Background: an optimization exercise with open tools, aiming at small area, a short achievable clock period and few clock cycles per item. Do not read the settings as production practice. Only simulation tests tie the RTL to the original design; equivalence was not proved.

==> flow/design.v (outline; a module is shown in full before it is edited, if it fits) <==
// module seven_segment_mux_scanner: 859 lines
module seven_segment_mux_scanner (
  input  logic                         clk_i,
  input  logic                         rst_ni,
  input  logic                         item_valid_i,
  output logic                         item_ready_o,
  input  logic                         item_req_type_i,
  input  logic [ssms_pkg::NumberW-1:0] item_number_i,
  input  logic [ssms_pkg::PointW-1:0]  item_point_index_i,
  output logic                         res_valid_o,
  input  logic                         res_ready_i,
  output logic [ssms_pkg::SegW-1:0]    res_segment_levels_o,
  output logic [ssms_pkg::EnableW-1:0] res_digit_enable_levels_o,
  output logic [ssms_pkg::PosW-1:0]    res_active_position_o,
  input  logic                         psel,
  input  logic                         penable,
  input  logic                         pwrite,
  input  logic [ssms_pkg::AddrW-1:0]   paddr,
  input  logic [ssms_pkg::DataW-1:0]   pwdata,
  output logic [ssms_pkg::DataW-1:0]   prdata,
  output logic                         pready
);
  // ...
==> flow/flow/run.sh <==
#!/bin/bash
# Layout flow: the standard flow (standard.sh) with two changes:
#  - ports are buffered with the cell named in flow/port_buffer.txt (when present)
#    instead of the cell the resizer picks by default; every port still gets a buffer;
#  - when flow/abc_map.script is present, the combinational logic of the standard
#    synthesis is re-mapped with that ABC script (same Yosys script otherwise). The
#    registers (names, count, cell types) are compared with the standard synthesis;
#    if they differ in any way the standard netlist is used unchanged.
# Each tool's output goes to a log file of its own in this folder.
set -uo pipefail
HERE=$(pwd)
RES=$HERE/orfs/results/$FLOW_PLATFORM/seven_segment_mux_scanner/base
EXTRA=()
if [[ -f flow/port_buffer.txt ]]; then
  EXTRA+=("BUFFER_PORTS_ARGS=-buffer_cell $(tr -d ' \n' < flow/port_buffer.txt)")
fi

bash standard.sh "${EXTRA[@]}" synth > $HERE/log_standard_synth.txt 2>&1 || exit 1
cp $RES/1_2_yosys.v $HERE/standard_1_2_yosys.v

# 2. the same synthesis with the ABC script replaced
if [[ -f flow/abc_map.script ]]; then
  MAKELINE=$(grep '^make ' standard.sh)
  {
    echo 'proc abc {args} {'
    echo '  set i [lsearch -exact $args -script]'
    echo "  if {\$i >= 0} { lset args [expr {\$i + 1}] $HERE/flow/abc_map.script }"
    echo '  yosys abc {*}$args'
    echo '}'
    cat synth_recipe.tcl
  } > $HERE/my_synth.tcl
  MYLINE=$(echo "$MAKELINE" | sed -e "s#WORK_HOME=[^ ]*#WORK_HOME=$HERE/orfs_my#" -e "s#SYNTH_SCRIPT=[^ ]*#SYNTH_SCRIPT=$HERE/my_synth.tcl#" -e 's#"\${@:-finish}"#synth#')
  eval "$MYLINE" > $HERE/log_my_synth.txt 2>&1
  MYRES=$HERE/orfs_my/results/$FLOW_PLATFORM/seven_segment_mux_scanner/base
  regs() { grep -E '^\s*sky130_fd_sc_hd__(df|edf|sdf|dl)[a-z0-9_]*\s' "$1" | awk '{print $1, $2}' | sed -E 's/_[0-9]+ / /' | sort; }
  if [[ -f $MYRES/1_2_yosys.v ]] && diff <(regs $HERE/standard_1_2_yosys.v) <(regs $MYRES/1_2_yosys.v) > $HERE/log_reg_diff.txt \
     && [[ $(regs $HERE/standard_1_2_yosys.v | wc -l) -gt 0 ]]; then
    echo "registers match; using the re-mapped netlist" > $HERE/log_choice.txt
    cp $MYRES/1_2_yosys.v $RES/1_2_yosys.v
    rm -f $RES/1_synth.odb $RES/1_synth.sdc
  else
    echo "registers differ; using the standard netlist" > $HERE/log_choice.txt
  fi
fi

# 3. the rest of the standard flow
bash standard.sh "${EXTRA[@]}" finish > $HERE/log_standard_finish.txt 2>&1
==> flow/flow/port_buffer.txt <==
sky130_fd_sc_hd__buf_1
==> flow/standard.sh <==
#!/bin/bash
# synth_recipe.tcl (not shown) runs the flow's synth.tcl, then flattens the netlist and writes it again
# the make line also repeats each setting of config.mk as NAME=value (left out here)
make -C /OpenROAD-flow-scripts/flow DESIGN_CONFIG=/design/flow/config.mk WORK_HOME=/design/flow/orfs CLKGATE_MAP_FILE= SYNTH_SCRIPT=/design/flow/synth_recipe.tcl "${@:-finish}"
==> flow/config.mk <==
export PLATFORM = sky130hd
export DESIGN_NAME = seven_segment_mux_scanner
export DESIGN_NICKNAME = seven_segment_mux_scanner
export VERILOG_FILES = /design/flow/design.v
export SDC_FILE = /design/flow/constraint.sdc
export NUM_CORES = 4
export LEC_CHECK = 0
export ABC_AREA = 1
export CAP_MARGIN = 20
export CORE_MARGIN = 2
export CORE_UTILIZATION = 40
export CTS_BUF_LIST = sky130_fd_sc_hd__clkbuf_8
export PLACE_DENSITY = 0.6
export SETUP_SLACK_MARGIN = 2.0
export SLEW_MARGIN = 20
==> flow/constraint.sdc <==
create_clock -name core_clock -period 4.5 [get_ports {clk_i}]
set_input_delay 0.9000 -clock core_clock [delete_from_list [all_inputs] [get_ports {clk_i}]]
set_output_delay 0.9000 -clock core_clock [all_outputs]
set_load 0.01 [all_outputs]
==> out/metrics.cfg, run 1 <==
[cells_and_area]
multi_input_area_sq_um = 10400
seq_area_share_pct = 35.7
largest_register_ff_count = 32
final_cell_area_sq_um = 22300

[outcome]
status = complete, no violations

[flow_run]
max-cap-violations = 0

[floorplan]
start_util_pct = 40.6
die_y_um = 225
rows = 80

[grt]
grtUsageMet2_pct = 28.4
grt_pass1_vias = 16600
grt_max_degree = 73

[timing]
worstMarginPinSlew_ns = 0.850
period_share_pct = 53.9

[placement]
dp.cells = 3502
pre_cts_ws_ns = 1.21

[synth]
synth_cell_type_count = 52
synth_common_cells = 817 x nand2_1, 375 x inv_1, 363 x nor2_1
synth.area.mux_share_pct = 0
synth_edf_count = 212
synth_top_family_by_area = simple AND/OR/NAND/NOR gates
synth_area_leaders = edfxtp_1 33%, nand2_1 16%, nand3_1 8.3%

[cts]
cts_max_level = 2

[routing]
first_pass_iters = 6
drtIter0Drc = 1085

Testbench counts, summed over its fixed seeds: cycles 9,792, items 9,600.
==> inputs of run 2 (changes only) <==
--- a/flow/design.v
+++ b/flow/design.v
@@ -39,29 +39,33 @@
   logic [7:0]      held_q;
   logic [7:0]      en_q;
   logic            lit_q;
   logic            res_valid_q;
   logic       adv_w;
   logic       cfg_wr_w;
   logic [1:0] cfg_idx_w;
   logic [3:0] rd_w;
+  logic [3:0] rd_q;
   assign pready    = 1'b1;
   assign cfg_idx_w = paddr[3:2];
   assign cfg_wr_w  = psel && penable && pwrite;
   always_comb begin
     rd_w = '0;
     case (cfg_idx_w)
       2'd0: rd_w    = num_digits_q;
       2'd1: rd_w[0] = seg_act_high_q;
       2'd2: rd_w[0] = en_act_high_q;
       default: rd_w[0] = scan_en_q;
     endcase
   end
-  assign prdata = {28'd0, rd_w};
+  always_ff @(posedge clk_i) begin
+    rd_q <= rd_w;
+  end
+  assign prdata = {28'd0, rd_q};
   always_ff @(posedge clk_i or negedge rst_ni) begin
     if (!rst_ni) begin
       num_digits_q   <= 4'd4;
       seg_act_high_q <= 1'b1;
       en_act_high_q  <= 1'b0;
       scan_en_q      <= 1'b0;
     end else if (cfg_wr_w) begin
       case (cfg_idx_w)
--- a/flow/config.mk
+++ b/flow/config.mk
@@ -4,12 +4,14 @@
 export VERILOG_FILES = /design/flow/design.v
 export SDC_FILE = /design/flow/constraint.sdc
 export NUM_CORES = 4
 export LEC_CHECK = 0
 export ABC_AREA = 1
 export CAP_MARGIN = 20
 export CORE_MARGIN = 2
 export CORE_UTILIZATION = 40
-export CTS_BUF_LIST = sky130_fd_sc_hd__clkbuf_8
+export CTS_BUF_LIST = sky130_fd_sc_hd__clkbuf_16
+export CTS_CLUSTER_DIAMETER = 150
+export CTS_CLUSTER_SIZE = 30
 export PLACE_DENSITY = 0.6
 export SETUP_SLACK_MARGIN = 2.0
 export SLEW_MARGIN = 20
==> run 2 against run 1 <==
Against the previous run:
- area after synthesis increased by 0.53%
- clock-buffer cell count down 40
- clock skew grew 0.0044 ns
- synthesized cell count decreased by 0.92%
- non-clock buffer count rose by 3
==> out/metrics.cfg, run 2 <==
[grt]
antenna_found_initial = 0
grt_pass1_wl_um = 68100
grt.total_usage_pct = 15.3
grt_pass1_vias = 16500  ; -0.86%
overflow = 0
grt_max_degree = 73  ; unchanged

[synth]
synth_seq_area_share_pct = 41.1
synth_top_family_by_area = simple AND/OR/NAND/NOR gates
synth.area.mux_share_pct = 0  ; unchanged
ys_seq_elements = 280
yosysTopAreaCellShare_pct = 32.5
synth_compound_area_share_pct = 13.4
ys_warn_count = 1
yosys.area_share.simple_pct = 34.1
synth_area_leaders = edfxtp_1 33%, nand2_1 15%, nand3_1 8.5%
synth_cell_type_count = 48  ; -7.7%
synthArstFlopShare_pct = 22.9
synth-xor-area-share_pct = 0.850
synth_edf_count = 212  ; unchanged
avgSynthCellArea_sq_um = 7.01
syn_area_sq_um = 19600
synth_common_cells = 767 x nand2_1, 389 x inv_1, 333 x nand3_1
yosysMostFrequentCell = nand2_1
synth-adder-area-share_pct = 0.894
syn_inst = 2796
dominantRegCellSynth = edfxtp_1
yosys.area.top_type = edfxtp_1

[floorplan]
rows = 81  ; +1.3%
die_y_um = 225  ; +0.26%
ios = 134
die_x_um = 225
design.core.area_sq_um = 48600
dieArea_sq_um = 50800
start_util_pct = 40.3  ; -0.37 points

[routing]
first_pass_iters = 7  ; +1
vias_per_cell = 4.97
wire_per_inst_um = 11.1
routed_wl_um = 39100
drc = 0
drtIter0Drc = 914  ; -16%
vias = 17600
postRouteAntennaNets = 0

[cells_and_area]
area_delta_synth_final_pct = 10.2
final_common_cell = nand2_1
utilization_pct = 44.4
final_cell_mix = 755 x nand2_1, 385 x inv_1, 326 x nand3_1
seqCellArea_sq_um = 8060
drive_gt1_share_pct = 11.4
reg_top3 = digit_q (32), b1_q (25), b2_q (20)
max_flop_register = digit_q
antenna_cells = 0
final_cell_area_sq_um = 21600  ; -3.4%
largest_register_ff_count = 32  ; unchanged
num-fill-cells = 4816
final_nets = 3004
multi_input_area_sq_um = 10100  ; -2.6%

[timing]
fmax_ghz = 0.413
fin_skew_ns = 0.0426
rsz0062_at_grt = yes
timing_hold_violations_final = 0
worstMarginPinSlew_ns = 0.893  ; +0.0433 ns
period_share_pct = 53.8  ; -0.057 points
timing.final.crit_period_ns = 2.42
slew_violations = 0
relSlewSlack_pct = 40.4
final.setup.tns_ns = 0
finalSetupViolations = 0

[outcome]
status = complete, no violations

[critical_path]
cp.arrival_ns = 1.52
cp-start-kind = primary input
r2r_slack_ns = 2.14
rr_worst_depth = 14
setup.worst_path.end_class = output port
regToRegStartpoint = g4_4_q[0]
critPathKind = in -> out
rr_endpoint = g5_5_q[1]
worst_ep_required_time_ns = 3.60
critPathMaxFanout = 18

[placement]
hpwl_um = 28300
gp_congestion = 0.790
port_buffers = 74
place_area_sq_um = 20500

[cts]
clk_latency_ns = 0.54
cts_buffers = 13
clockRootBuffer = clkbuf_16
path_clk_slew_ns = 0.12
cts_max_level = 1  ; -1
cts.path.max_buffers = 3
cts_tree = yes
cts.sinks = 280

[min_path]
hold_path_class = reg -> reg
hold_start = b3_q[10]
min_path_cells = 0
worstHoldEndpoint = g4_0_q[0]

[flow_run]
max-cap-violations = 0  ; unchanged

==> run 2: changes by cell type in the layout (fill, tap and decap cells not counted), moves of 7 or more <==
cell / change
clkbuf_8: -54
nand2_1: -46
inv_2: +7
nand3_1: +19
clkinv_1: -8
o22ai_2: +7
nor2_4: -7
nor2_1: -29
o21ai_0: -15
nand2_2: +10
o21ai_1: +9
clkbuf_16: +14
clkinv_2: -9
==> run 2: worst max-delay path by stage <==
| stage | startpoint | endpoint | depth (start not counted) |
|---|---|---|---|
| 2_1_floorplan | res_ready_i | item_ready_o | 2 |
| 3_3_place_gp | res_ready_i | digit_q[5] | 12 |
| 3_5_place_dp | res_ready_i | digit_q[5] | 12 |
| 4_1_cts | res_ready_i | item_ready_o | 5 |
| 5_1_grt | g4_5_q[0] | g5_5_q[1] | 15 |
| 6_report | res_ready_i | item_ready_o | 5 |
==> run 2: final cells by class <==
type,count,share of cell area (%)
Clock buffer,14,1.62
Sequential cell,280,37.4
Timing Repair inverter,3,0.203
Inverter,432,7.65
Multi-Input combinational cell,2072,46.8
Tap cell,622,3.61
Clock inverter,4,0.151
Timing Repair Buffer,108,2.61
==> run 2: worst max-delay path: stages <==
cell and delay, ns:
buf_1 0.10, nor2_4 0.13, buf_12 0.14, clkinv_16 0.09
buf_1 0.14
==> run 2: metal layers <==
layer | part of all wire (%) | up-vias | global-route usage, %
met3 | 2.6 | 40 | 1.64
li1 | - | 9323 | -
met2 | 49 | 216 | 28.5
met5 | 0 | - | 0
met1 | 47 | 7996 | 19.1
met4 | 1.5 | 0 | 3.05
==> run 2: what timing repair did <==
| action | CTS | global route |
|---|---|---|
| pin swaps | 2 | 14 |
| setup buffers | 4 | 28 |
| hold endpoints to repair | 0 | 0 |
| gates cloned | 2 | 1 |
| resized for setup | 5 | 105 |
| setup endpoints to repair | 12 | 97 |
| hold buffers | 0 | 0 |
==> run 2: logic make-up (layout without fill, tap and decap cells) <==
family | after synthesis | after routing
compound gates | 447 | 447
xor+xnor | 19 | 19
fa+ha+maj | 14 | 14
buf+inv | 471 | 561
flops | 280 | 280
other cells | 2 | 29
simple gates | 1563 | 1563
==> run 2: through the flow <==
stage | setup slack, ns | cells | hold slack, ns
floorplan | 1.95 | 2823 | 0.400
global placement | 1.37 | 3482 | 0.400
detailed placement | 1.30 | 3482 | 0.405
CTS | 1.96 | 3506 | 0.420
global route | 1.93 | 3535 | 0.436
finish | 2.08 | 3535 | 0.414
Testbench counts of run 2, summed over its fixed seeds: cycles 9,792, items 9,600.
==> inputs of run 3 (changes only) <==
--- a/flow/config.mk
+++ b/flow/config.mk
@@ -11,7 +11,7 @@
 export CORE_UTILIZATION = 40
 export CTS_BUF_LIST = sky130_fd_sc_hd__clkbuf_16
-export CTS_CLUSTER_DIAMETER = 150
-export CTS_CLUSTER_SIZE = 30
+export CTS_CLUSTER_DIAMETER = 100
+export CTS_CLUSTER_SIZE = 20
 export PLACE_DENSITY = 0.6
-export SETUP_SLACK_MARGIN = 2.0
+export SETUP_SLACK_MARGIN = 1.9
 export SLEW_MARGIN = 20
==> run 3 against run 2 <==
Against the previous run:
- synthesized cell count did not move
- first-iteration DRC count rose by 3.5%
- via count fell by 0.42%
- maximum frequency fell by 2.5%
- final area fell by 1.4%
- hold slack improved by 0.0053 ns
- non-clock buffer count fell by 25
- area after synthesis did not move
- die area did not move
- clock skew fell by 0.030 ns
- sequential share of layout area rose by 0.53 points
- critical endpoint unchanged
==> out/metrics.cfg, run 3 <==
[outcome]
status = complete, no violations

[grt]
grt_pass1_wl_um = 67000  ; -1.7%
grt_pass1_vias = 16200  ; -1.4%
grt.total_usage_pct = 15.0  ; -0.27 points
overflow = 0  ; unchanged
grt_max_degree = 85  ; +16%
antenna_found_initial = 0  ; unchanged

[routing]
drtIter0Drc = 946  ; +3.5%
drc = 0  ; unchanged
routed_wl_um = 38200  ; -2.3%
first_pass_iters = 5  ; -2
vias_per_cell = 4.97  ; about the same
vias = 17500  ; -0.42%
postRouteAntennaNets = 0  ; unchanged
wire_per_inst_um = 10.8  ; -1.9%

[synth]
yosysMostFrequentCell = nand2_1
syn_inst = 2796  ; unchanged
synth_cell_type_count = 48  ; unchanged
dominantRegCellSynth = edfxtp_1
synth_common_cells = 767 x nand2_1, 389 x inv_1, 333 x nand3_1
ys_seq_elements = 280  ; unchanged
yosysTopAreaCellShare_pct = 32.5  ; unchanged
synth_area_leaders = edfxtp_1 33%, nand2_1 15%, nand3_1 8.5%
avgSynthCellArea_sq_um = 7.01  ; unchanged
synth_seq_area_share_pct = 41.1  ; unchanged
ys_warn_count = 1  ; unchanged
syn_area_sq_um = 19600  ; unchanged
synth_edf_count = 212  ; unchanged
yosys.area.top_type = edfxtp_1
synthArstFlopShare_pct = 22.9  ; unchanged

[critical_path]
crit_top_cell = buf_1
critPathMaxFanout = 65  ; +47
cp-start-kind = primary input
cp.depth = 5  ; unchanged
crit_buf_inv = 4  ; unchanged
cp.arrival_ns = 1.58  ; +0.06 ns
worst_ep_required_time_ns = 3.60  ; about the same
slowest_delay_ns = 0.18  ; +0.04 ns
rr_worst_depth = 13  ; -1
crit_path_cell_trace = buf_1 > nor2_4 > buf_12 > clkinv_16 > buf_1
path_delay_family = buffers and inverters
setup.worst_path.end_class = output port
cpMaxStageDelayCell = buf_1
critPathKind = in -> out

[min_path]
hold_path_class = reg -> reg
min_path_cells = 0  ; unchanged

[timing]
timing.final.crit_period_ns = 2.48  ; +0.0627 ns
rsz0062_at_grt = yes
final.setup.tns_ns = 0  ; unchanged
period_share_pct = 55.2  ; +1.4 points
fmax_ghz = 0.403  ; -2.5%
timing_hold_violations_final = 0  ; unchanged
worstMarginPinSlew_ns = 1.04  ; +0.148 ns
relSlewSlack_pct = 30.6  ; -9.9 points
finalSetupViolations = 0  ; unchanged
fin_skew_ns = 0.0128  ; -0.0298 ns
slew_violations = 0  ; unchanged

[cts]
hold_buffers = 0  ; unchanged
cts_max_level = 1  ; unchanged
cts_tree = yes
clk_latency_ns = 0.53  ; about the same
cts_buffers = 19  ; +6
path_clk_slew_ns = 0.08  ; -0.04 ns
clockRootBuffer = clkbuf_16
cts.sinks = 280  ; unchanged
cts.path.max_buffers = 3  ; unchanged

[floorplan]
design.core.area_sq_um = 48600  ; unchanged
start_util_pct = 40.3  ; unchanged
die_y_um = 225  ; unchanged
dieArea_sq_um = 50800  ; unchanged
ios = 134  ; unchanged
rows = 81  ; unchanged
die_x_um = 225  ; unchanged

[cells_and_area]
final_common_cell = nand2_1
utilization_pct = 43.7  ; -0.62 points
drive_gt1_share_pct = 8.59  ; -2.8 points
reg_top3 = digit_q (32), b1_q (25), b2_q (20)
final_cell_mix = 765 x nand2_1, 392 x inv_1, 332 x nand3_1
largest_register_ff_count = 32  ; unchanged
max_flop_register = digit_q
area_delta_synth_final_pct = 8.60
final_nets = 2983  ; -0.70%
antenna_cells = 0  ; unchanged

[placement]
port_buffers = 74  ; unchanged
gp_congestion = 0.797  ; +0.95%
hpwl_um = 28700  ; +1.4%

[flow_run]
max-cap-violations = 0  ; unchanged

## run 3: routing by layer
metal,vias up,track usage (%),wire length [um]
met2,168,28.3,18900
met5,-,0,0
met3,31,1.58,968
li1,9290,-,-
met4,0,3.05,524
met1,8012,18.5,17800
## run 3: cell families (layout without fill, tap and decap cells)
family | Yosys count | after routing | synth area share, %
DFF | 280 | 280 | 41.1
other | 2 | 29 | 0.0383
adders and majority gates | 14 | 14 | 0.894
and+or+nand+nor | 1563 | 1563 | 34.1
buffers and inverters | 471 | 546 | 9.61
xor gates and xnor gates | 19 | 19 | 0.850
AOI/OAI and AO/OA | 447 | 447 | 13.4
## run 3: final cells by class
cell class                 instances  area (sq um)
fill                            4823         27400
multi-input combinational       2072          9840
sequential                       280          8060
inverter                         432          1650
tap                              622           778
clock buffer                      19           475
timing repair buffer              83           359
clock inverter                    11          88.8
timing repair inverter             1          16.3
## run 3: per-stage QoR
| stage | hold WS (ns) | setup WS, ns | std cells | area [sq um] |
|---|---|---|---|---|
| floorplan | 0.400 | 1.90 | 2823 | 19700 |
| global placement | 0.401 | 1.33 | 3483 | 20500 |
| detailed placement | 0.405 | 1.23 | 3483 | 20500 |
| CTS | 0.423 | 1.95 | 3517 | 21200 |
| global route | 0.419 | 1.85 | 3520 | 21300 |
| finish | 0.420 | 2.02 | 3520 | 21300 |
## run 3: final timing paths
kind                                   from         endpoint  slack, ns
worst max-delay path            res_ready_i     item_ready_o       2.02
max in group asynchronous            rst_ni  num_digits_q[2]       3.09
worst min register to register     b2_q[13]         b3_q[13]       0.42
worst max register to register     nxt_q[0]        held_q[3]       2.12
worst min-delay path               b2_q[13]         b3_q[13]       0.42
min in group asynchronous            rst_ni    en_act_high_q       0.49
## run 3: what timing repair did
action / in CTS / in global routing
pin swaps: 1 / 3
setup endpoints to repair: 8 / 24
cloned: 1 / 0
gates resized for setup: 2 / 27
setup buffers: 3 / 3
==> inputs of run 4 (changes only) <==
--- a/flow/config.mk
+++ b/flow/config.mk
@@ -14,4 +14,5 @@
 export CTS_CLUSTER_SIZE = 20
 export PLACE_DENSITY = 0.6
-export SETUP_SLACK_MARGIN = 1.9
+export SETUP_SLACK_MARGIN = 2.0
 export SLEW_MARGIN = 20
+export TNS_END_PERCENT = 30
==> run 4 against run 3 <==
Against the previous run:
- area after synthesis unchanged
- non-clock buffer count is 8 higher
- sequential cell count unchanged
- clock skew up 0.011 ns
- critical path type unchanged
==> out/metrics.cfg, run 4 <==
[cts]
path_clk_slew_ns = 0.09  ; about the same
clockRootBuffer = clkbuf_16
cts.sinks = 280  ; unchanged
cts_tree = yes
cts_buffers = 18  ; -1
cts_max_level = 1  ; unchanged
clk_latency_ns = 0.53  ; about the same
cts.path.max_buffers = 3  ; unchanged

[synth]
dominantRegCellSynth = edfxtp_1
syn_inst = 2796  ; unchanged
synth_seq_area_share_pct = 41.1  ; unchanged
yosysMostFrequentCell = nand2_1
avgSynthCellArea_sq_um = 7.01  ; unchanged
synth_common_cells = 767 x nand2_1, 389 x inv_1, 333 x nand3_1
syn_area_sq_um = 19600  ; unchanged
synthArstFlopShare_pct = 22.9  ; unchanged
ys_seq_elements = 280  ; unchanged
ys_warn_count = 1  ; unchanged
yosysTopAreaCellShare_pct = 32.5  ; unchanged
synth_edf_count = 212  ; unchanged
synth_cell_type_count = 48  ; unchanged
synth_area_leaders = edfxtp_1 33%, nand2_1 15%, nand3_1 8.5%
yosys.area.top_type = edfxtp_1

[critical_path]
slowest_delay_ns = 0.16  ; -0.02 ns
regToRegStartpoint = res_valid_q
worst_ep_required_time_ns = 3.60  ; about the same
crit_path_cell_trace = buf_1 > nor2_4 > buf_12 > clkinv_16 > buf_1
critPathMaxFanout = 36  ; -45%
rr_endpoint = digit_q[10]
path_delay_family = buffers and inverters
crit_buf_inv = 4  ; unchanged
rr_worst_depth = 13  ; unchanged
cp.arrival_ns = 1.59  ; about the same
cp-start-kind = primary input
setup.worst_path.end_class = output port
cpMaxStageDelayCell = buf_12
r2r_slack_ns = 2.11  ; about the same
critPathKind = in -> out
crit_top_cell = buf_1

[floorplan]
die_y_um = 225  ; unchanged
start_util_pct = 40.3  ; unchanged
dieArea_sq_um = 50800  ; unchanged
rows = 81  ; unchanged
design.core.area_sq_um = 48600  ; unchanged
die_x_um = 225  ; unchanged
ios = 134  ; unchanged

[timing]
fin_hold_ws_ns = 0.413  ; -0.00625 ns
final.setup.tns_ns = 0  ; unchanged
finalSetupViolations = 0  ; unchanged
timing_hold_violations_final = 0  ; unchanged
fin_skew_ns = 0.0240  ; +0.0112 ns
worstMarginPinSlew_ns = 0.881  ; -0.160 ns
fmax_ghz = 0.401  ; -0.38%
relSlewSlack_pct = 41.3  ; +11 points
period_share_pct = 55.4  ; +0.21 points
rsz0062_at_grt = yes
slew_violations = 0  ; unchanged
timing.final.crit_period_ns = 2.49  ; +0.00939 ns

[outcome]
status = complete, no violations

[placement]
dp.cells = 3482  ; -0.029%
gp_congestion = 0.790  ; -0.94%
port_buffers = 74  ; unchanged
hpwl_um = 28300  ; -1.4%

[cells_and_area]
reg_top3 = digit_q (32), b1_q (25), b2_q (20)
area_delta_synth_final_pct = 9.38
layout.cells.non_filler = 3526  ; +0.17%
largest_register_ff_count = 32  ; unchanged
num-fill-cells = 4842  ; +0.39%
final_cell_mix = 757 x nand2_1, 387 x inv_1, 329 x nand3_1
antenna_cells = 0  ; unchanged
final_common_cell = nand2_1
max_flop_register = digit_q
drive_gt1_share_pct = 10.0  ; +1.4 points
final_nets = 2991  ; +0.27%

[routing]
first_pass_iters = 6  ; +1
vias = 17500  ; -0.14%
drc = 0  ; unchanged
vias_per_cell = 4.96  ; -0.31%
drtIter0Drc = 941  ; -0.53%
routed_wl_um = 38300  ; +0.38%
wire_per_inst_um = 10.9  ; +0.21%
postRouteAntennaNets = 0  ; unchanged

[flow_run]
max-cap-violations = 0  ; unchanged

[min_path]
min_path_cells = 0  ; unchanged
worstHoldEndpoint = b3_q[14]
hold_start = b2_q[14]
hold_path_class = reg -> reg

[grt]
grt_pass1_vias = 16500  ; +1.3%
antenna_found_initial = 0  ; unchanged
grt_max_degree = 73  ; -14%
grt.total_usage_pct = 15.2  ; +0.20 points
grt_pass1_wl_um = 68000  ; +1.5%
overflow = 0  ; unchanged

-- run 4: logic make-up (layout without fill, tap and decap cells) --
family          after synthesis  in the layout  synth area share (%)
simple gates               1563           1563                  34.1
buf+inv                     471            552                  9.61
compound gates              447            447                  13.4
flops                       280            280                  41.1
xor+xnor                     19             19                 0.850
fa+ha+maj                    14             14                 0.894
other cells                   2             29                0.0383
-- run 4: worst max path at each step --
stage          slack (ns)         from  cells after the start            to
2_1_floorplan        1.95  res_ready_i                      2  item_ready_o
3_3_place_gp         1.37  res_ready_i                     12    digit_q[5]
3_5_place_dp         1.30  res_ready_i                     12    digit_q[5]
4_1_cts              1.99  res_ready_i                      5  item_ready_o
5_1_grt              1.92    g4_0_q[0]                     14     g5_2_q[2]
6_report             2.01  res_ready_i                      5  item_ready_o
-- run 4: timing repair --
item	4_1_cts	5_1_grt
buffers inserted	4	11
setup endpoints to repair	12	83
gates cloned	2	0
resized for setup	5	66
hold buffers	0	0
pin swaps	2	10
-- run 4: per-layer routing --
metal	GRT usage (%)	routed length [um]	share of wire, %
met3	1.73	957	2.5
met5	0	0	0
met2	28.3	18700	49
met1	19.0	18100	47
met4	2.95	556	1.5
-- run 4: through the flow --
step	utilization [%]	instance area (sq um)	setup slack [ns]
6_report	44.0	21400	2.01
2_1_floorplan	-	19700	1.95
3_3_place_gp	42.2	20500	1.37
5_1_grt	44.0	21400	1.92
4_1_cts	43.5	21100	1.99
3_5_place_dp	42.2	20500	1.30
-- run 4: layout make-up --
type,count,area [sq um],area share (%)
clock buffer,19,475,2.22
clock inverter,8,41.3,0.193
inverter,432,1650,7.70
multi-input combinational,2072,9970,46.5
sequential,280,8060,37.6
tap,622,778,3.63
timing repair buffer,91,419,1.96
timing repair inverter,2,32.5,0.152
==> inputs of run 5 (changes only) <==
--- a/flow/config.mk
+++ b/flow/config.mk
@@ -16,3 +16,2 @@
 export SETUP_SLACK_MARGIN = 2.0
 export SLEW_MARGIN = 20
-export TNS_END_PERCENT = 30
==> run 5 against run 4 <==
Against the previous run:
- worst setup slack better by 0.087 ns
- critical path depth unchanged
- maximum frequency up 3.6%
- synthesized cell count unchanged
- utilization up 0.33 points
- wire length up 0.92%
- sequential cell count unchanged
==> out/metrics.cfg, run 5 <==
[outcome]
status = complete, no violations

[synth]
synth_cell_type_count = 48  ; unchanged
synth_edf_count = 212  ; unchanged
ys_seq_elements = 280  ; unchanged
syn_inst = 2796  ; unchanged
syn_area_sq_um = 19600  ; unchanged
synth_area_leaders = edfxtp_1 33%, nand2_1 15%, nand3_1 8.5%
yosys.area.top_type = edfxtp_1
avgSynthCellArea_sq_um = 7.01  ; unchanged
yosysTopAreaCellShare_pct = 32.5  ; unchanged
synth_seq_area_share_pct = 41.1  ; unchanged
synth_common_cells = 767 x nand2_1, 389 x inv_1, 333 x nand3_1
yosysMostFrequentCell = nand2_1
synthArstFlopShare_pct = 22.9  ; unchanged
ys_warn_count = 1  ; unchanged
dominantRegCellSynth = edfxtp_1

[critical_path]
critPathMaxFanout = 18  ; -50%
slowest_delay_ns = 0.14  ; -0.02 ns
crit_path_cell_trace = buf_1 > nor2_4 > buf_12 > clkinv_16 > clkbuf_2
cp.arrival_ns = 1.51  ; -0.08 ns
cp-start-kind = primary input
cpMaxStageDelayCell = buf_12
setup.worst_path.end_class = output port
critPathKind = in -> out
worst_ep_required_time_ns = 3.60  ; about the same

[placement]
pre_cts_ws_ns = 1.30  ; unchanged
dp.cells = 3482  ; unchanged
port_buffers = 74  ; unchanged
hpwl_um = 28300  ; unchanged
gp_congestion = 0.790  ; unchanged

[routing]
vias = 17500  ; +0.27%
wire_per_inst_um = 11.0  ; +0.72%
drc = 0  ; unchanged
routed_wl_um = 38700  ; +0.92%
vias_per_cell = 4.96  ; about the same
postRouteAntennaNets = 0  ; unchanged
first_pass_iters = 7  ; +1
drtIter0Drc = 914  ; -2.9%

[timing]
slew_violations = 0  ; unchanged
fin_skew_ns = 0.0247  ; +0.000610 ns
timing_hold_violations_final = 0  ; unchanged
finalSetupViolations = 0  ; unchanged
final.setup.tns_ns = 0  ; unchanged
layout_setup_ws_ns = 2.09  ; +0.0871 ns
rsz0062_at_grt = yes
fmax_ghz = 0.416  ; +3.6%
relSlewSlack_pct = 40.6  ; -0.71 points
timing.final.crit_period_ns = 2.41  ; -0.0871 ns
period_share_pct = 53.5  ; -1.9 points
worstMarginPinSlew_ns = 0.892  ; +0.0107 ns

[grt]
overflow = 0  ; unchanged
antenna_found_initial = 0  ; unchanged
grt_pass1_vias = 16500  ; unchanged
grt_max_degree = 73  ; unchanged
grt_pass1_wl_um = 68000  ; unchanged
grt.total_usage_pct = 15.2  ; unchanged

[cells_and_area]
num-fill-cells = 4833  ; -0.19%
utilization_pct = 44.4  ; +0.33 points
layout.cells.non_filler = 3533  ; +0.20%
antenna_cells = 0  ; unchanged
reg_top3 = digit_q (32), b1_q (25), b2_q (20)
largest_register_ff_count = 32  ; unchanged
drive_gt1_share_pct = 11.1  ; +1.1 points
max_flop_register = digit_q
final_common_cell = nand2_1
final_nets = 2998  ; +0.23%
area_delta_synth_final_pct = 10.2
final_cell_mix = 755 x nand2_1, 384 x inv_1, 328 x nand3_1

[floorplan]
die_x_um = 225  ; unchanged
start_util_pct = 40.3  ; unchanged
ios = 134  ; unchanged
rows = 81  ; unchanged
design.core.area_sq_um = 48600  ; unchanged
dieArea_sq_um = 50800  ; unchanged
die_y_um = 225  ; unchanged

[min_path]
hold_path_class = reg -> reg

[cts]
cts.path.max_buffers = 3  ; unchanged
path_clk_slew_ns = 0.09  ; about the same
cts.sinks = 280  ; unchanged
clockRootBuffer = clkbuf_16
cts_buffers = 18  ; unchanged
cts_tree = yes
cts_max_level = 1  ; unchanged
hold_buffers = 0  ; unchanged
clk_latency_ns = 0.53  ; about the same

[flow_run]
max-cap-violations = 0  ; unchanged

run 5: cell counts after synthesis:
No cell type changed its count.
run 5: cells by family after synthesis:
kind of cell	after synthesis	share of synthesized area, %
other	2	0.0383
buffers and inverters	471	9.61
adders and majority gates	14	0.894
and+or+nand+nor	1563	34.1
AOI/OAI and AO/OA	447	13.4
DFF	280	41.1
xor gates and xnor gates	19	0.850
run 5: metrics by stage:
| step | hold slack (ns) | area [sq um] |
|---|---|---|
| after global placement | 0.400 | 20500 |
| after global routing | 0.423 | 21600 |
| after detailed placement | 0.405 | 20500 |
| after CTS | 0.418 | 21100 |
| final | 0.413 | 21600 |
| after floorplan | 0.400 | 19700 |
run 5: worst paths after layout:
check	depth (start not counted)	from	endpoint	slack, ns
max in group asynchronous	2	rst_ni	point_q[1]	3.06
worst min register to register	0	b2_q[14]	b3_q[14]	0.41
min in group asynchronous	1	rst_ni	num_digits_q[0]	0.48
worst max-delay path	5	res_ready_i	item_ready_o	2.09
worst max register to register	15	g1_0_q[0]	g2_2_q[0]	2.15
worst min-delay path	0	b2_q[14]	b3_q[14]	0.41
run 5: layer usage:
layer	vias to the layer above	track usage, %	part of all wire (%)
met5	-	0	0
met4	0	2.95	1.5
met3	39	1.73	2.5
met2	204	28.3	49
met1	7968	19.0	47
li1	9313	-	-
run 5: final cells by class:
class / count / area [sq um] / area share, %
Inverter: 432 / 1650 / 7.65
Sequential cell: 280 / 8060 / 37.3
Tap cell: 622 / 778 / 3.61
Timing Repair inverter: 3 / 43.8 / 0.203
Clock buffer: 19 / 475 / 2.20
Timing Repair Buffer: 97 / 469 / 2.17
Multi-Input combinational cell: 2072 / 10100 / 46.6
Clock inverter: 8 / 41.3 / 0.191
run 5: repair_timing:
| item | 4_1_cts | 5_1_grt |
|---|---|---|
| buffers inserted | 4 | 17 |
| resized for setup | 5 | 99 |
| setup endpoints to repair | 12 | 83 |
| cloned | 2 | 1 |
| pin swaps | 2 | 15 |
run 5: critical path, delay by kind of cell:
family,cells,cell delay (ns)
buffers and inverters,4,0.46
AND/OR/NAND/NOR,1,0.13
==> inputs of run 6 (changes only) <==
--- a/flow/config.mk
+++ b/flow/config.mk
@@ -16,2 +16,3 @@
 export SETUP_SLACK_MARGIN = 2.0
 export SLEW_MARGIN = 20
+export TNS_END_PERCENT = 0
==> run 6 against run 5 <==
Against the previous run:
- sequential cell count unchanged
- worst setup slack lost 0.087 ns
- maximum frequency down 3.5%
==> out/metrics.cfg, run 6 <==
[timing]
period_share_pct = 55.4  ; +1.9 points
fmax_ghz = 0.401  ; -3.5%
timing.final.crit_period_ns = 2.49  ; +0.0871 ns
relSlewSlack_pct = 40.7  ; +0.13 points
slew_violations = 0  ; unchanged
timing_hold_violations_final = 0  ; unchanged
rsz0062_at_grt = yes
worstMarginPinSlew_ns = 0.890  ; -0.00193 ns
finalSetupViolations = 0  ; unchanged
fin_skew_ns = 0.0225  ; -0.00219 ns
final.setup.tns_ns = 0  ; unchanged

[critical_path]
rr_endpoint = held_q[0]
regToRegStartpoint = nxt_q[0]
critPathMaxFanout = 36  ; +18
worst_ep_required_time_ns = 3.60  ; about the same
critPathKind = in -> out
rr_worst_depth = 14  ; -1
cp.arrival_ns = 1.59  ; +0.08 ns
cp-start-kind = primary input
r2r_slack_ns = 2.06  ; -0.09 ns
setup.worst_path.end_class = output port

[synth]
syn_area_sq_um = 19600  ; unchanged
dominantRegCellSynth = edfxtp_1
yosysTopAreaCellShare_pct = 32.5  ; unchanged
yosysMostFrequentCell = nand2_1
synth-adder-area-share_pct = 0.894  ; unchanged
synth_seq_area_share_pct = 41.1  ; unchanged
synth_edf_count = 212  ; unchanged
synth.area.mux_share_pct = 0  ; unchanged
yosys.area_share.simple_pct = 34.1  ; unchanged
synth_area_leaders = edfxtp_1 33%, nand2_1 15%, nand3_1 8.5%
synth_compound_area_share_pct = 13.4  ; unchanged
synth-xor-area-share_pct = 0.850  ; unchanged
ys_warn_count = 1  ; unchanged
ys_seq_elements = 280  ; unchanged
synthArstFlopShare_pct = 22.9  ; unchanged
synth_cell_type_count = 48  ; unchanged
synth_top_family_by_area = simple AND/OR/NAND/NOR gates
syn_inst = 2796  ; unchanged
yosys.area.top_type = edfxtp_1
synth_common_cells = 767 x nand2_1, 389 x inv_1, 333 x nand3_1
avgSynthCellArea_sq_um = 7.01  ; unchanged

[grt]
overflow = 0  ; unchanged
grt.total_usage_pct = 15.2  ; -0.028 points
antenna_found_initial = 0  ; unchanged
grt_max_degree = 73  ; unchanged
grt_pass1_wl_um = 67900  ; -0.16%
grt_pass1_vias = 16400  ; -0.12%

[min_path]
hold_path_class = reg -> reg
worstHoldEndpoint = b3_q[14]
min_path_cells = 0  ; unchanged
hold_start = b2_q[14]

[cells_and_area]
final_cell_area_sq_um = 21200  ; -1.9%
reg_top3 = digit_q (32), b1_q (25), b2_q (20)
drive_gt1_share_pct = 8.02  ; -3.1 points
final_common_cell = nand2_1
area_delta_synth_final_pct = 8.11
final_nets = 2980  ; -0.60%
final_cell_mix = 767 x nand2_1, 392 x inv_1, 333 x nand3_1
largest_register_ff_count = 32  ; unchanged
num-fill-cells = 4846  ; +0.27%
antenna_cells = 0  ; unchanged
max_flop_register = digit_q

[routing]
vias_per_cell = 4.96  ; about the same
postRouteAntennaNets = 0  ; unchanged
drc = 0  ; unchanged
wirelength_met1_um = 17900  ; -1.6%
drtIter0Drc = 940  ; +2.8%
met2_length_um = 18500  ; -2.5%
vias = 17400  ; -0.59%
wire_per_inst_um = 10.8  ; -1.4%
first_pass_iters = 6  ; -1
routed-wl-met3_um = 980  ; +0.31%
maxUsedRoutingLayer = met4
routed_wl_um = 38000  ; -1.9%

[floorplan]
ios = 134  ; unchanged
design.core.area_sq_um = 48600  ; unchanged
die_x_um = 225  ; unchanged
dieArea_sq_um = 50800  ; unchanged
die_y_um = 225  ; unchanged
start_util_pct = 40.3  ; unchanged
rows = 81  ; unchanged

[flow_run]
max-cap-violations = 0  ; unchanged

[cts]
clockRootBuffer = clkbuf_16
hold_buffers = 0  ; unchanged
cts.sinks = 280  ; unchanged
path_clk_slew_ns = 0.09  ; about the same
cts_buffers = 18  ; unchanged
cts_max_level = 1  ; unchanged
cts.path.max_buffers = 3  ; unchanged
cts_tree = yes
clk_latency_ns = 0.53  ; about the same

[placement]
place_area_sq_um = 20500  ; unchanged
gp_congestion = 0.790  ; unchanged
hpwl_um = 28300  ; unchanged
port_buffers = 74  ; unchanged

[outcome]
status = complete, no violations

[run 6: cell counts after synthesis]
Identical to the previous run, type by type.
[run 6: cell families (layout without fill, tap and decap cells)]
| logic type | Yosys count | in the layout |
|---|---|---|
| DFF | 280 | 280 |
| other | 2 | 29 |
| xor gates and xnor gates | 19 | 19 |
| buffers and inverters | 471 | 541 |
| AOI/OAI and AO/OA | 447 | 447 |
| adders and majority gates | 14 | 14 |
| and+or+nand+nor | 1563 | 1563 |
[run 6: how the worst max path moves through the flow]
stage,startpoint,end,slack [ns],depth (start not counted)
floorplan,res_ready_i,item_ready_o,1.95,2
global placement,res_ready_i,digit_q[5],1.37,12
detailed placement,res_ready_i,digit_q[5],1.30,12
CTS,nxt_q[0],held_q[0],1.96,14
global route,g1_0_q[0],g2_1_q[1],1.84,14
finish,res_ready_i,item_ready_o,2.01,5
[run 6: layout make-up]
class / instances / area (sq um) / share of cell area (%)
multi-input cells: 2072 / 9800 / 46.3
flip-flops and latches: 280 / 8060 / 38.1
inverters: 432 / 1650 / 7.78
well taps: 622 / 778 / 3.68
clock buffers: 19 / 475 / 2.25
repair buffers: 80 / 337 / 1.59
clock inverters: 8 / 41.3 / 0.195
repair inverters: 2 / 32.5 / 0.154
[run 6: what timing repair did]
item | CTS | global route
setup buffers | 3 | 1
pin swaps | 2 | 0
endpoints found under the setup margin | 12 | 84
resized for setup | 4 | 7
cloned | 2 | 0
[run 6: metal layers]
| metal | global-route usage, % | vias up |
|---|---|---|
| li1 | - | 9275 |
| met1 | 19.0 | 7905 |
| met2 | 28.2 | 200 |
| met3 | 1.73 | 41 |
| met4 | 2.95 | 0 |
| met5 | 0 | - |
[run 6: critical path, stage by stage]
cell and delay, ns:
buf_1 0.10, nor2_4 0.13, buf_12 0.16, clkinv_16 0.12, buf_1 0.16
[run 6: per-stage QoR]
stage          cells  setup slack, ns  util [%]  hold slack, ns
3_5_place_dp    3482             1.30      42.2           0.405
2_1_floorplan   2823             1.95         -           0.400
5_1_grt         3515             1.84      43.5           0.423
4_1_cts         3514             1.96      43.5           0.418
6_report        3515             2.01      43.5           0.413
3_3_place_gp    3482             1.37      42.2           0.400

## static timing again, ports no longer ideal
The flow's constraints put no driver on any port. The routed layouts listed below were extracted and timed again, unchanged, in two steps. Step 1 sets driving cells, clkbuf_16 on the clock port and buf_2 on the other inputs (assumed; they add their load-dependent delay and slew). Step 2 adds t to the input delays and takes it off the output delays; t is the mean of the earliest and latest rising clock arrival at the registers after step 1. Input paths then give back, and output paths get back, about the clock's delay inside the block. a / b / c = ideal ports / drivers / drivers and shift; a / b = the first two.
run	t (ns)	slack for setup (ns)	worst data-port slew with drivers (ns)	cell pins on the clock port's net
run 1	0.679	2.076 / 2.038 / 1.535	0.04	1
run 2	0.575	2.078 / 2.058 / 1.622	0.03	1
run 3	0.575	2.016 / 1.992 / 1.531	0.04	1
run 4	0.575	2.006 / 1.986 / 1.491	0.03	1
run 5	0.577	2.094 / 2.073 / 1.637	0.03	1
run 6	0.575	2.006 / 1.986 / 1.496	0.03	1
After both steps every run listed still meets setup and hold. The setup slack of run 1, which loses most, moves by -0.038 ns with the drivers and by -0.541 ns with both steps.
